Context: an optimization exercise on an open-source flow, tuned for small area and a short achievable clock period. The choices shown serve that exercise and are no tape-out recipe. No run shown here included a check of the RTL's function; only the layout flow was run. Power figures rest on the tool's default switching activity, not on a simulated workload.

`design.v`:
```
package fx_data_pkg;
  typedef logic [127:0] quad_t;
  typedef logic [31:0] word_t;
  typedef logic [15:0] half_t;
  typedef logic [6:0] reg_addr_t;
  typedef logic [17:0] imm_t;
  typedef logic [10:0] opcode_t;
  typedef logic [2:0] format_t;
  localparam word_t word_max = 32'h7fff_ffff;
  localparam word_t word_min = 32'h8000_0000;
  localparam half_t half_max = 16'h7fff;
  localparam half_t half_min = 16'h8000;
endpackage
package fx_isa_pkg;
  localparam logic [2:0]  fmt_rr   = 3'd0;
  localparam logic [2:0]  fmt_ri10 = 3'd4;
  localparam logic [10:0] op_ah  = 11'b00011001000;
  localparam logic [10:0] op_a   = 11'b00011000000;
  localparam logic [10:0] op_sfh = 11'b00001001000;
  localparam logic [10:0] op_sf  = 11'b00001000000;
  localparam logic [10:0] op_and  = 11'b00011000001;
  localparam logic [10:0] op_or   = 11'b00001000001;
  localparam logic [10:0] op_xor  = 11'b01001000001;
  localparam logic [10:0] op_nand = 11'b00011001001;
  localparam logic [10:0] op_ceqh = 11'b01111001000;
  localparam logic [10:0] op_ceq  = 11'b01111000000;
  localparam logic [10:0] op_cgth = 11'b01001001000;
  localparam logic [10:0] op_cgt  = 11'b01001000000;
  localparam logic [10:0] op_ahi   = 11'b000_00011101;
  localparam logic [10:0] op_ai    = 11'b000_00011100;
  localparam logic [10:0] op_sfhi  = 11'b000_00001101;
  localparam logic [10:0] op_sfi   = 11'b000_00001100;
  localparam logic [10:0] op_ceqhi = 11'b000_01111101;
  localparam logic [10:0] op_ceqi  = 11'b000_01111100;
  localparam logic [10:0] op_cgthi = 11'b000_01001101;
  localparam logic [10:0] op_cgti  = 11'b000_01001100;
  typedef enum logic [3:0] {
    op_none,
    op_add_h,
    op_add_w,
    op_sub_h,
    op_sub_w,
    op_and_q,
    op_or_q,
    op_xor_q,
    op_nand_q,
    op_ceq_h,
    op_ceq_w,
    op_cgt_h,
    op_cgt_w
  } fx_op_e;
endpackage
`timescale 1ns/1ns
import fx_isa_pkg::*;
module fx_decode (
  input  logic [2:0]   instr_format,
  input  logic [10:0]  op_code,
  input  logic         branch_is_taken,
  input  logic         reset,
  output logic         k_add,     
  output logic         k_sub,     
  output logic         k_ceq,     
  output logic         k_cgt,     
  output logic         k_and,
  output logic         k_or,
  output logic         k_xor,
  output logic         k_nand,
  output logic         is_half,   
  output logic         is_imm,    
  output logic         valid
);
  logic rr, ri;
  logic [7:0] hit;
  assign rr = (instr_format == fmt_rr);
  assign ri = (instr_format == fmt_ri10);
  always_comb begin
    hit = '0;
    is_half = 1'b0;
    if (rr) begin
      case (op_code)
        op_ah:   begin hit[0] = 1'b1; is_half = 1'b1; end
        op_a:    hit[0] = 1'b1;
        op_sfh:  begin hit[1] = 1'b1; is_half = 1'b1; end
        op_sf:   hit[1] = 1'b1;
        op_ceqh: begin hit[2] = 1'b1; is_half = 1'b1; end
        op_ceq:  hit[2] = 1'b1;
        op_cgth: begin hit[3] = 1'b1; is_half = 1'b1; end
        op_cgt:  hit[3] = 1'b1;
        op_and:  hit[4] = 1'b1;
        op_or:   hit[5] = 1'b1;
        op_xor:  hit[6] = 1'b1;
        op_nand: hit[7] = 1'b1;
        default: ;
      endcase
    end else if (ri) begin
      case (op_code)
        op_ahi:   begin hit[0] = 1'b1; is_half = 1'b1; end
        op_ai:    hit[0] = 1'b1;
        op_sfhi:  begin hit[1] = 1'b1; is_half = 1'b1; end
        op_sfi:   hit[1] = 1'b1;
        op_ceqhi: begin hit[2] = 1'b1; is_half = 1'b1; end
        op_ceqi:  hit[2] = 1'b1;
        op_cgthi: begin hit[3] = 1'b1; is_half = 1'b1; end
        op_cgti:  hit[3] = 1'b1;
        default: ;
      endcase
    end
  end
  logic live;
  assign live   = ~branch_is_taken & ~reset;
  assign k_add  = hit[0] & live;
  assign k_sub  = hit[1] & live;
  assign k_ceq  = hit[2] & live;
  assign k_cgt  = hit[3] & live;
  assign k_and  = hit[4] & live;
  assign k_or   = hit[5] & live;
  assign k_xor  = hit[6] & live;
  assign k_nand = hit[7] & live;
  assign is_imm = ri;
  assign valid  = (|hit) & live;
endmodule
`timescale 1ns/1ns
module fx_issue_reg (
  input  logic         clock,
  input  logic         k_add, k_sub, k_ceq, k_cgt, k_and, k_or, k_xor, k_nand,
  input  logic         is_half,
  input  logic         is_imm,
  input  logic [127:0] src_a,
  input  logic [127:0] src_b,
  input  logic [9:0]   imm,
  input  logic [6:0]   in_dest,
  input  logic         in_write,
  output logic         q_arith, q_ceq, q_cgt, q_and, q_or, q_xor, q_nand,
  output logic         q_half,
  output logic         q_cin,
  output logic         q_gp,
  output logic         q_gg,
  output logic [127:0] q_p,
  output logic [127:0] q_g,
  output logic [6:0]   q_dest,
  output logic         q_write
);
  logic         negate;
  logic [15:0]  imm_lo, imm_hi;
  logic [127:0] b, x;
  assign negate = k_sub | k_cgt;
  assign imm_lo = {{6{imm[9]}}, imm};
  assign imm_hi = is_half ? imm_lo : {16{imm[9]}};
  assign b = is_imm ? {4{imm_hi, imm_lo}} : src_b;
  assign x = src_a ^ {128{negate}};
  always_ff @(posedge clock) begin
    q_arith <= k_add | k_sub;
    q_ceq   <= k_ceq;
    q_cgt   <= k_cgt;
    q_and   <= k_and;
    q_or    <= k_or;
    q_xor   <= k_xor;
    q_nand  <= k_nand;
    q_half  <= is_half;
    q_cin   <= negate;
    q_gp    <= ~is_half;
    q_gg    <= is_half & negate;
    q_p     <= x ^ b;
    q_g     <= x & b;
    q_dest  <= in_dest;
    q_write <= in_write;
  end
endmodule
`timescale 1ns/1ns
module fx_execute (
  input  logic         k_arith,   
  input  logic         k_ceq,
  input  logic         k_cgt,
  input  logic         k_and,
  input  logic         k_or,
  input  logic         k_xor,
  input  logic         k_nand,
  input  logic         is_half,
  input  logic         cin,       
  input  logic         gp,        
  input  logic         gg,        
  input  logic [127:0] p,         
  input  logic [127:0] g,         
  output logic [127:0] result
);
  for (genvar w = 0; w < 4; w++) begin : g_word
    logic [31:0] pw, gw;
    logic [32:0] s;
    logic [15:0] s_lo, s_hi;
    logic        ovf_l, ovf_h, sgn_l, sgn_h, eq_l, eq_h, eq_w;
    logic        ovf_lo, sg_lo, e_lo, e_hi;
    logic [15:0] ar_lo, ar_hi, lg_lo, lg_hi;
    assign pw = p[32*w +: 32];
    assign gw = g[32*w +: 32];
    assign s = {pw[31:16], gp, pw[15:0]} + {gw[30:16], gg, gw[15:0], 1'b0} +
               {32'd0, cin};
    assign s_lo = s[15:0];
    assign s_hi = s[32:17];
    assign ovf_l = ~pw[15] & (s_lo[15] ^ gw[15]);
    assign sgn_l = ovf_l ? gw[15] : s_lo[15];
    assign ovf_h = ~pw[31] & (s_hi[15] ^ gw[31]);
    assign sgn_h = ovf_h ? gw[31] : s_hi[15];
    assign eq_l  = ~|pw[15:0];
    assign eq_h  = ~|pw[31:16];
    assign eq_w  = eq_l & eq_h;
    assign ovf_lo = is_half ? ovf_l : ovf_h;
    assign sg_lo  = is_half ? sgn_l : sgn_h;
    assign e_lo   = is_half ? eq_l  : eq_w;
    assign e_hi   = is_half ? eq_h  : eq_w;
    assign ar_lo = ovf_lo ? (is_half ? {sg_lo, {15{~sg_lo}}} : {16{~sg_lo}}) : s_lo;
    assign ar_hi = ovf_h ? {sgn_h, {15{~sgn_h}}} : s_hi;
    assign lg_lo = ({16{k_and}} & gw[15:0]) | ({16{k_or}} & (pw[15:0] | gw[15:0])) |
                   ({16{k_xor}} & pw[15:0]) | ({16{k_nand}} & ~gw[15:0]);
    assign lg_hi = ({16{k_and}} & gw[31:16]) | ({16{k_or}} & (pw[31:16] | gw[31:16])) |
                   ({16{k_xor}} & pw[31:16]) | ({16{k_nand}} & ~gw[31:16]);
    assign result[32*w +: 16]    = ({16{k_arith}} & ar_lo) | {16{k_ceq & e_lo}} |
                                   {16{k_cgt & sg_lo}} | lg_lo;
    assign result[32*w+16 +: 16] = ({16{k_arith}} & ar_hi) | {16{k_ceq & e_hi}} |
                                   {16{k_cgt & sgn_h}} | lg_hi;
  end
endmodule
`timescale 1ns/1ns
module simple_fixed (
  input  logic                   clock,
  input  logic                   reset,
  input  logic [2:0]             instr_format,
  input  logic [10:0]            op_code,
  input  logic [6:0]             dest_reg_addr,
  input  logic [127:0]           src_reg_a,
  input  logic [127:0]           src_reg_b,
  input  logic [17:0]            imm_value,
  input  logic                   enable_reg_write,
  input  logic                   branch_is_taken,
  output logic [127:0]           wb_data,
  output logic [6:0]             wb_reg_addr,
  output logic                   wb_enable_reg_write
);
  logic k_add, k_sub, k_ceq, k_cgt, k_and, k_or, k_xor, k_nand, is_half, is_imm, valid;
  fx_decode i_decode (
    .instr_format    (instr_format),
    .op_code         (op_code),
    .branch_is_taken (branch_is_taken),
    .reset           (reset),
    .k_add (k_add), .k_sub (k_sub), .k_ceq (k_ceq), .k_cgt (k_cgt),
    .k_and (k_and), .k_or (k_or), .k_xor (k_xor), .k_nand (k_nand),
    .is_half (is_half), .is_imm (is_imm), .valid (valid)
  );
  logic q_arith, q_ceq, q_cgt, q_and, q_or, q_xor, q_nand, q_half, q_cin, q_gp, q_gg;
  logic [127:0] q_p, q_g, result;
  logic [6:0]   q_dest;
  logic         q_write;
  fx_issue_reg i_issue_reg (
    .clock (clock),
    .k_add (k_add), .k_sub (k_sub), .k_ceq (k_ceq), .k_cgt (k_cgt),
    .k_and (k_and), .k_or (k_or), .k_xor (k_xor), .k_nand (k_nand),
    .is_half (is_half), .is_imm (is_imm),
    .src_a (src_reg_a), .src_b (src_reg_b), .imm (imm_value[9:0]),
    .in_dest  (valid ? dest_reg_addr : 7'd0),
    .in_write (valid & enable_reg_write),
    .q_arith (q_arith), .q_ceq (q_ceq), .q_cgt (q_cgt), .q_and (q_and), .q_or (q_or),
    .q_xor (q_xor), .q_nand (q_nand), .q_half (q_half), .q_cin (q_cin),
    .q_gp (q_gp), .q_gg (q_gg), .q_p (q_p), .q_g (q_g),
    .q_dest (q_dest), .q_write (q_write)
  );
  fx_execute i_execute (
    .k_arith (q_arith), .k_ceq (q_ceq), .k_cgt (q_cgt), .k_and (q_and), .k_or (q_or),
    .k_xor (q_xor), .k_nand (q_nand), .is_half (q_half), .cin (q_cin),
    .gp (q_gp), .gg (q_gg), .p (q_p), .g (q_g),
    .result (result)
  );
  always_ff @(posedge clock) begin
    if (reset) begin
      wb_data             <= '0;
      wb_reg_addr         <= '0;
      wb_enable_reg_write <= 1'b0;
    end else begin
      wb_data             <= result;
      wb_reg_addr         <= q_dest;
      wb_enable_reg_write <= q_write;
    end
  end
endmodule
```
`run.sh`:
```
#!/bin/bash
# synth_recipe.tcl (not shown) runs the flow's synth.tcl, then flattens the netlist and writes it again
# the make line also repeats each setting of config.mk as NAME=value (left out here)
make -C /OpenROAD-flow-scripts/flow DESIGN_CONFIG=/design/flow/config.mk WORK_HOME=/design/flow/orfs CLKGATE_MAP_FILE= SYNTH_SCRIPT=/design/flow/synth_recipe.tcl finish
```
`config.mk`:
```
export PLATFORM = sky130hd
export DESIGN_NAME = simple_fixed
export DESIGN_NICKNAME = simple_fixed
export VERILOG_FILES = /design/flow/design.v
export SDC_FILE = /design/flow/constraint.sdc
export NUM_CORES = 4
export LEC_CHECK = 0
export ABC_AREA = 1
export CAP_MARGIN = 20
export CORE_MARGIN = 2
export CORE_UTILIZATION = 40
export SLEW_MARGIN = 20
```
`constraint.sdc`:
```
create_clock -name core_clock -period 5.0 [get_ports {clock}]
set_input_delay 1.0000 -clock core_clock [delete_from_list [all_inputs] [get_ports {clock}]]
set_output_delay 1.0000 -clock core_clock [all_outputs]
set_load 0.01 [all_outputs]
```
==> summary.txt, run 1 <==
- Outcome: complete, no violations
- Utilization after layout: 50.6%
- PostCTS Resize Cnt: 0
- # fillers: 6630
- Tmin final: 3.50 ns
- Average size of a mapped cell: 7.41 sq um
- Element type at the critical path end: flip-flop
- Setup repair after global routing missed its margin: false
- Largest net degree at the start of global routing: 80
- Worst-case clock skew: 0.0171 ns
- Highest clock rate: 285 MHz
- Cell Chain, Critical Path: ha_1 > fa_1 > nand2_1 > nand3_1 > nand3_1 > nand2_1 > nand2_1 > nand2_2 > nand2_2 > nand2_1 > nand2_2 > nand3_2 > nand2_1 > nand2_1 > nand2_1 > inv_2 > a31oi_1
- Simple-gate share of the synthesized area: 24.2%
- Most used cell along the critical path: sky130_fd_sc_hd__nand2_1
- Initial core utilization: 40.6%
- Data arrival time at the worst-slack endpoint: 3.96 ns
- Final total negative setup slack: 0 ns
- IO Port Bufs: 426
- Complex-gate fraction of the synthesized area: 16.3%
- Share of the synthesized area in the top cell type: 30.7%
- Max-cap check violation count: 0
- Power per unit of standard cell area: 302 mW/mm^2
- Depth of the worst hold-timing path: 2
- CTS tree: done
- Wire length of the first global-routing pass: 150 mm
- Floorplan row count: 94
- Clock Latency Late Sink: 0.60 ns
- Top library cells by usage in the layout, fill and taps aside: 602 x sky130_fd_sc_hd__nand2_1, 459 x sky130_fd_sc_hd__inv_1, 425 x sky130_fd_sc_hd__clkdlybuf4s50_1
- Via count of the first global-routing pass: 24500
- Final Routed Wirelength: 101 mm
- DR iter-0 viols: 1938
- Overall die area: 0.0690 sq mm
- Total nets after synthesis: 4174
- Post-Synth XOR/XNOR Area: 7.26%
- Slew Limit Fails: 0
- Sequential share of the synthesized area: 30.7%
- Post-route clock period utilization: 70.1%
- Global-route usage over all layers: 28.3%
- CORE AREA: 0.0660 sq mm
- Fraction of the mapped netlist area in adder cells: 12.3%
- Ranking of synthesized cells by area: sky130_fd_sc_hd__dfxtp_1 31%, sky130_fd_sc_hd__ha_1 12%, sky130_fd_sc_hd__nand2_1 8.5%, sky130_fd_sc_hd__inv_1 6.5%, sky130_fd_sc_hd__xor2_1 6.1%
- Number of sinks driven by the clock tree: 411
- Via/cell ratio: 5.30
- Number of cells in the finished layout apart from fillers: 4891
- Router iterations before antenna repair: 5
- Setup fix buffers added after clock tree synthesis: 0
- Pin slew with the least headroom to its limit: 0.945 ns
- Hold crit path type: reg -> reg
- Final layout net count: 4540
- Power after layout: 0.0101 W
- Antenna violations before repair: 12
- Worst R2R Path Depth: 17
- Routability congestion estimate from global placement: 0.980
- Netlist area before placement: 0.0268 sq mm
- Critical setup path kind: reg -> reg
- Worst slew margin relative to its limit: 36.5%
- Vias after detailed routing: 25900
- Root Buffer: sky130_fd_sc_hd__clkbuf_16
- Number of top-level pins: 435
- Dominant combinational cell family by area after synthesis: simple AND/OR/NAND/NOR gates
- Vertical die dimension: 263 microns
- CP Max Fanout: 9
- Slowest CP cell: sky130_fd_sc_hd__dfxtp_1
- Count of final setup violators: 0
- Clock-pin slew of the registers on the worst-case setup and hold paths: 0.06 ns
- Share of cell area taken by muxes after synthesis: 0%
- Critical Path RT: 5.46 ns
- HPWL after DPL: 76.7 mm
- Peak supply drop: 245 uV
- Remaining antenna violation count: 0
- Most common library cell in the layout ignoring fill and taps: sky130_fd_sc_hd__nand2_1
- Number of warning messages in the yosys log: 3
- Number of distinct library cells after synthesis: 59
- Layout overhead on the synthesized area: 24.7%
- Leakage component of the power: 15.2 nW
- Die width: 263 microns
- Async SR Flop Fraction: 0%
- Buffer depth of the longest clock path: 3
- Detail-routed net length per standard cell: 20.6 microns
- Overall overflow remaining after global route: 0
- Critical Path Max Stage Delay: 0.57 ns
- Fraction of final layout cells sized beyond drive strength 1: 7.49%
- DRC violations left: 0
- Cts bufs inserted: 48
- H-tree depth: 2
- Cell type with the highest aggregate area in the netlist: sky130_fd_sc_hd__dfxtp_1
- Count of endpoints failing hold in the final timing report: 0
- Mapped Cells: 3615
- Number of buffers inserted for hold repair after clock tree synthesis: 0
- Most used flip-flop cell after synthesis: sky130_fd_sc_hd__dfxtp_1
- # placed instances: 4794
- Number of enable flip-flop cells after synthesis: 0
- Register bit count reported by yosys: 411
- Startpoint type of the worst setup path: flip-flop
[stage by stage]
step | worst slack [ns] | hold WS (ns) | cell area (sq um)
3_5_place_dp | 0.887 | 0.395 | 31700
4_1_cts | 1.50 | 0.388 | 33300
5_1_grt | 1.26 | 0.412 | 33400
3_3_place_gp | 0.928 | 0.390 | 31700
6_report | 1.50 | 0.398 | 33400
2_1_floorplan | 2.28 | 0.388 | 26800
[registers in the layout, summed over array words and instances, names as in the netlist]
| name | flops |
|---|---|
| i_issue_reg.q_cin | 1 |
| wb_enable_reg_write | 1 |
| i_issue_reg.q_cgt | 1 |
| i_issue_reg.q_half | 1 |
| i_issue_reg.q_or | 1 |
| i_issue_reg.q_write | 1 |
| i_issue_reg.q_ceq | 1 |
| wb_reg_addr | 7 |
| i_issue_reg.q_xor | 1 |
| i_issue_reg.q_arith | 1 |
| i_issue_reg.q_dest | 7 |
| i_issue_reg.q_p | 128 |
| wb_data | 128 |
| i_issue_reg.q_gg | 1 |
| i_issue_reg.q_and | 1 |
| i_issue_reg.q_g | 128 |
| i_issue_reg.q_nand | 1 |
| i_issue_reg.q_gp | 1 |
[cells in the mapped netlist (34+ instances only)]
| cell | instances |
|---|---|
| sky130_fd_sc_hd__o221ai_1 | 116 |
| sky130_fd_sc_hd__a21oi_2 | 45 |
| sky130_fd_sc_hd__nand3_1 | 185 |
| sky130_fd_sc_hd__o21ai_0 | 186 |
| sky130_fd_sc_hd__xnor2_1 | 37 |
| sky130_fd_sc_hd__ha_1 | 256 |
| sky130_fd_sc_hd__nand2_2 | 34 |
| sky130_fd_sc_hd__dfxtp_1 | 411 |
| sky130_fd_sc_hd__nand2_1 | 603 |
| sky130_fd_sc_hd__clkbuf_1 | 76 |
| sky130_fd_sc_hd__inv_1 | 460 |
| sky130_fd_sc_hd__nor2_1 | 401 |
| sky130_fd_sc_hd__xor2_1 | 185 |
| sky130_fd_sc_hd__a21oi_1 | 228 |
| sky130_fd_sc_hd__nand4_1 | 53 |
| sky130_fd_sc_hd__nand3_2 | 48 |
[worst paths after layout]
kind,end,slack (ns),from
worst max-delay path,wb_data[80],1.50,i_issue_reg.q_cin
worst min-delay path,wb_reg_addr[0],0.40,i_issue_reg.q_dest[0]
worst max register to register,wb_data[80],1.50,i_issue_reg.q_cin
worst min register to register,wb_reg_addr[0],0.40,i_issue_reg.q_dest[0]
[where the power goes]
group | internal (W) | switching, W
registers | 0.00348 | 0.000177
clock network | 0.00228 | 0.00148
logic | 0.00100 | 0.00164
total | 0.00676 | 0.00330
[critical path, delay by kind of cell (launching register included)]
kind / cells / cell delay (ns)
AOI/OAI and AO/OA: 1 / 0.42
DFF: 1 / 0.57
and+or+nand+nor: 13 / 1.38
buffers and inverters: 1 / 0.20
adders and majority gates: 2 / 0.78
[kinds of logic (layout without fill, tap and decap cells)]
logic type,count (synthesis),after routing
and+or+nand+nor,1418,1418
AOI/OAI and AO/OA,698,698
buffers and inverters,606,1010
DFF,411,411
adders and majority gates,260,260
xor gates and xnor gates,222,222
other,0,8
[layout make-up]
cell class              instances  area (sq um)  share of cell area, %
well taps                     864          1080                   3.24
clock inverters                25           325                  0.975
clock buffers                  63          1360                   4.08
diodes                          8          20.0                 0.0600
repair buffers                449          4480                   13.4
multi-input cells            2598         16100                   48.2
inverters                     473          1780                   5.34
flip-flops and latches        411          8230                   24.7
[routing by layer]
layer	vias up	track usage, %	wire length (microns)	part of all wire [%]
met5	-	0	75	0.074
met2	978	45.6	45400	45
met1	12000	38.6	45200	45
met4	8	8.82	3010	3.0
li1	12800	-	-	-
met3	140	4.79	7140	7.1
==> inputs of run 2 (changes only) <==
==> flow/run.sh (new file) <==
#!/bin/bash
# The standard layout (standard.sh, unchanged synthesis and steps), except that the port
# buffers are the smallest buffer cell instead of the one buffer_ports picks by default.
# ORFS writes each step's log under orfs/logs/; make's own output goes to make_finish.log.
set -euo pipefail
cd "$(dirname "$0")/.."
bash standard.sh "BUFFER_PORTS_ARGS=-buffer_cell sky130_fd_sc_hd__buf_1" finish > make_finish.log 2>&1
==> standard.sh (new file) <==
#!/bin/bash
# synth_recipe.tcl (not shown) runs the flow's synth.tcl, then flattens the netlist and writes it again
# the make line also repeats each setting of config.mk as NAME=value (left out here)
make -C /OpenROAD-flow-scripts/flow DESIGN_CONFIG=/design/flow/config.mk WORK_HOME=/design/flow/orfs CLKGATE_MAP_FILE= SYNTH_SCRIPT=/design/flow/synth_recipe.tcl "${@:-finish}"
removed: run.sh
==> run 2 against run 1 <==
Compared with the run above: still clean; core utilization is 4.3 points lower; combinational power down 6%; final cell count fell by 0.20%; clock-buffer cell count decreased by 2; global-route usage decreased by 0.63 points; synthesized cell count unchanged; sequential cell count is the same; die area did not move; worst setup slack worse by 0.069 ns; clock power down 6.6%; critical path type unchanged; largest power group is now registers.
==> summary.txt, run 2 <==
- Mapped Cells: 3615 (unchanged)
- Overall overflow remaining after global route: 0 (unchanged)
- Cell type with the highest aggregate area in the netlist: sky130_fd_sc_hd__dfxtp_1
- Overall die area: 0.0690 sq mm (unchanged)
- Power per unit of standard cell area: 316 mW/mm^2 (+4.9%)
- IO Port Bufs: 426 (unchanged)
- CORE AREA: 0.0660 sq mm (unchanged)
- Most used cell along the critical path: sky130_fd_sc_hd__nand2_1
- Via count of the first global-routing pass: 24600 (+0.38%)
- CP Max Fanout: 9 (unchanged)
- Leakage component of the power: 14.0 nW (-7.8%)
- Setup repair after global routing missed its margin: false
- Netlist area before placement: 0.0268 sq mm (unchanged)
- Post-Synth XOR/XNOR Area: 7.26% (unchanged)
- Startpoint type of the worst setup path: flip-flop
- Leading cell types by count after synthesis: 603 x sky130_fd_sc_hd__nand2_1, 460 x sky130_fd_sc_hd__inv_1, 411 x sky130_fd_sc_hd__dfxtp_1, 401 x sky130_fd_sc_hd__nor2_1, 256 x sky130_fd_sc_hd__ha_1
- Average size of a mapped cell: 7.41 sq um (unchanged)
- Critical setup path kind: reg -> reg
- Data arrival time at the worst-slack endpoint: 4.02 ns (+0.06 ns)
- Dominant combinational cell family by area after synthesis: simple AND/OR/NAND/NOR gates
- Register bit count reported by yosys: 411 (unchanged)
- DR iter-0 viols: 2102 (+8.5%)
- Sequential share of the synthesized area: 30.7% (unchanged)
- Slew Limit Fails: 0 (unchanged)
- HPWL after DPL: 75.1 mm (-2.1%)
- Power after layout: 0.00966 W (-4.0%)
- Most common library cell in the layout ignoring fill and taps: sky130_fd_sc_hd__nand2_1
- Post-route clock period utilization: 71.4% (+1.4 points)
- Number of enable flip-flop cells after synthesis: 0 (unchanged)
- Simple-gate share of the synthesized area: 24.2% (unchanged)
- Wire length of the first global-routing pass: 148 mm (-1.8%)
- Pin slew with the least headroom to its limit: 0.951 ns (+0.00675 ns)
- Cell area reported after detailed placement: 0.0290 sq mm (-8.5%)
- Initial core utilization: 40.6% (unchanged)
- Total nets after synthesis: 4174 (unchanged)
- Share of cell area taken by muxes after synthesis: 0% (unchanged)
- Worst reg2reg path startpoint: i_issue_reg.q_cin
- Final Routed Wirelength: 99.0 mm (-1.8%)
- Clock Latency Late Sink: 0.60 ns (about the same)
- Count of endpoints failing hold in the final timing report: 0 (unchanged)
- Die width: 263 microns (unchanged)
- Top library cells by usage in the layout, fill and taps aside: 602 x sky130_fd_sc_hd__nand2_1, 459 x sky130_fd_sc_hd__inv_1, 425 x sky130_fd_sc_hd__buf_1
- Buffer depth of the longest clock path: 3 (unchanged)
- Max-cap check violation count: 0 (unchanged)
- Number of top-level pins: 435 (unchanged)
- Number of distinct library cells after synthesis: 59 (unchanged)
- Startpoint of the lowest-slack hold path: i_issue_reg.q_dest[6]
- Top-count cell post-synth: sky130_fd_sc_hd__nand2_1
- Critical Path Max Stage Delay: 0.57 ns (about the same)
- Antenna violations before repair: 16 (+4)
- DRC violations left: 0 (unchanged)
- Number of warning messages in the yosys log: 3 (unchanged)
- CTS tree: done
- Highest clock rate: 280 MHz (-1.9%)
- Critical Path Start: i_issue_reg.q_cin
- Utilization after layout: 46.3% (-4.3 points)
- Final total negative setup slack: 0 ns (unchanged)
- Root Buffer: sky130_fd_sc_hd__clkbuf_16
- Fraction of the mapped netlist area in adder cells: 12.3% (unchanged)
- Share of the synthesized area in the top cell type: 30.7% (unchanged)
- Slowest CP cell: sky130_fd_sc_hd__dfxtp_1
- Fraction of final layout cells sized beyond drive strength 1: 7.35% (-0.13 points)
- Final layout net count: 4536 (-0.088%)
- Cell Chain, Critical Path: ha_1 > fa_1 > nand2_1 > nand3_1 > nand3_1 > nand2_1 > nand2_1 > nand2_2 > nand2_2 > nand2_1 > nand2_2 > nand3_2 > nand2_1 > nand2_1 > nand2_1 > inv_2 > a31oi_1
- Count of final setup violators: 0 (unchanged)
- Worst slew margin relative to its limit: 36.6% (+0.13 points)
- Floorplan row count: 94 (unchanged)
- Async SR Flop Fraction: 0% (unchanged)
- Tmin final: 3.57 ns (+0.0687 ns)
- Cts bufs inserted: 46 (-4.2%)
- Via/cell ratio: 5.32 (+0.46%)
- Registers with the most flip-flops: i_issue_reg.q_g (128), i_issue_reg.q_p (128), wb_data (128)
- Layout overhead on the synthesized area: 14.1%
- Remaining antenna violation count: 0 (unchanged)
- Vias after detailed routing: 26000 (+0.25%)
- Routability congestion estimate from global placement: 0.975 (-0.49%)
- Hold crit path type: reg -> reg
- Most used flip-flop cell after synthesis: sky130_fd_sc_hd__dfxtp_1
- Vertical die dimension: 263 microns (unchanged)
- Router iterations before antenna repair: 6 (+1)
- Element type at the critical path end: flip-flop
- Clock-pin slew of the registers on the worst-case setup and hold paths: 0.06 ns (about the same)
- Worst-case clock skew: 0.0324 ns (+0.0153 ns)
- Number of sinks driven by the clock tree: 411 (unchanged)
- Critical Path RT: 5.45 ns (about the same)
- Number of buffers inserted for hold repair after clock tree synthesis: 0 (unchanged)
- Peak supply drop: 238 uV (-2.7%)
- Largest net degree at the start of global routing: 79 (-1.3%)
- Setup fix buffers added after clock tree synthesis: 0 (unchanged)
- Global-route usage over all layers: 27.7% (-0.63 points)
- H-tree depth: 2 (unchanged)
- Ranking of synthesized cells by area: sky130_fd_sc_hd__dfxtp_1 31%, sky130_fd_sc_hd__ha_1 12%, sky130_fd_sc_hd__nand2_1 8.5%, sky130_fd_sc_hd__inv_1 6.5%, sky130_fd_sc_hd__xor2_1 6.1%
- # fillers: 6805 (+2.6%)
- PostCTS Resize Cnt: 0 (unchanged)
- Detail-routed net length per standard cell: 20.3 microns (-1.6%)
- Finished Cell Area: 0.0305 sq mm (-8.5%)
- Outcome: complete, no violations
- Complex-gate fraction of the synthesized area: 16.3% (unchanged)
## run 2: cell counts after synthesis
No cell type changed its count.
## run 2: cell type report
| class | count | area (sq um) | area share [%] |
|---|---|---|---|
| Tap cell | 864 | 1080 | 3.54 |
| Inverter | 473 | 1780 | 5.84 |
| Timing Repair Buffer | 447 | 1790 | 5.87 |
| Multi-Input combinational cell | 2598 | 16100 | 52.7 |
| Clock buffer | 61 | 1320 | 4.32 |
| Sequential cell | 411 | 8230 | 27.0 |
| Clock inverter | 21 | 221 | 0.725 |
| Antenna cell | 6 | 15.0 | 0.0492 |
## run 2: cells by family (layout without fill, tap and decap cells)
family	after synthesis	in the layout
flops	411	411
other cells	0	6
xor+xnor	222	222
fa+ha+maj	260	260
compound gates	698	698
buf+inv	606	1002
simple gates	1418	1418
## run 2: where the power goes
group / internal, W / total (W) / leakage (nW) / switching, W
registers: 0.00348 / 0.00367 / 3.40 / 0.000182
clock network: 0.00202 / 0.00351 / 0.744 / 0.00149
logic: 0.000853 / 0.00249 / 9.86 / 0.00164
## run 2: routing by layer
layer / share of wire, % / wire, microns / vias up / track usage (%)
met5: 0.054 / 53 / - / 0
met4: 3.4 / 3360 / 8 / 9.40
met3: 7.3 / 7260 / 158 / 4.09
met2: 44 / 43700 / 997 / 44.5
met1: 45 / 44600 / 12000 / 37.8
li1: - / - / 12800 / -
## run 2: final timing paths
check	slack, ns	end	depth (start not counted)
setup / recovery	1.43	wb_data[83]	17
setup reg to reg	1.43	wb_data[83]	17
hold / removal	0.40	wb_reg_addr[6]	2
hold reg to reg	0.40	wb_reg_addr[6]	2
## run 2: stage by stage
step | hold slack [ns] | instances | setup slack, ns
after floorplan | 0.388 | 3615 | 2.28
after global placement | 0.390 | 4792 | 1.21
after detailed placement | 0.394 | 4792 | 1.20
after CTS | 0.402 | 4874 | 1.45
after global routing | 0.418 | 4877 | 1.25
final | 0.402 | 4881 | 1.43
## run 2: critical path, delay by kind of cell, from the launching register on
kind / cells / cell delay (ns)
adders and majority gates: 2 / 0.77
DFF: 1 / 0.57
AOI/OAI and AO/OA: 1 / 0.40
and+or+nand+nor: 13 / 1.46
buffers and inverters: 1 / 0.20

re-timing with driven ports:
The results above use ideal ports. As a check the final layouts listed here were re-extracted and re-timed, cells and wires unchanged. Step 1 assumes that a clkbuf_16 drives the clock port and a buf_2 every other input. Step 2 also shifts input and output timing later by t, the mid clock arrival at the registers, as if the neighbouring blocks saw the same clock. a / b / c = ideal / step 1 / step 2; a / b = the first two.
| run | t, ns | slack for setup (ns) | clock arrival spread, ns | worst data-port slew with drivers (ns) |
|---|---|---|---|---|
| run 1 | 0.661 | 1.497 / 1.497 / 0.883 | 0.018 / 0.017 | 0.15 |
| run 2 | 0.650 | 1.429 / 1.429 / 1.104 | 0.035 / 0.034 | 0.15 |
After both steps setup and hold are still met in every run listed. The setup slack of run 1, which loses most, moves by 0.000 ns with the drivers and by -0.614 ns with both steps.
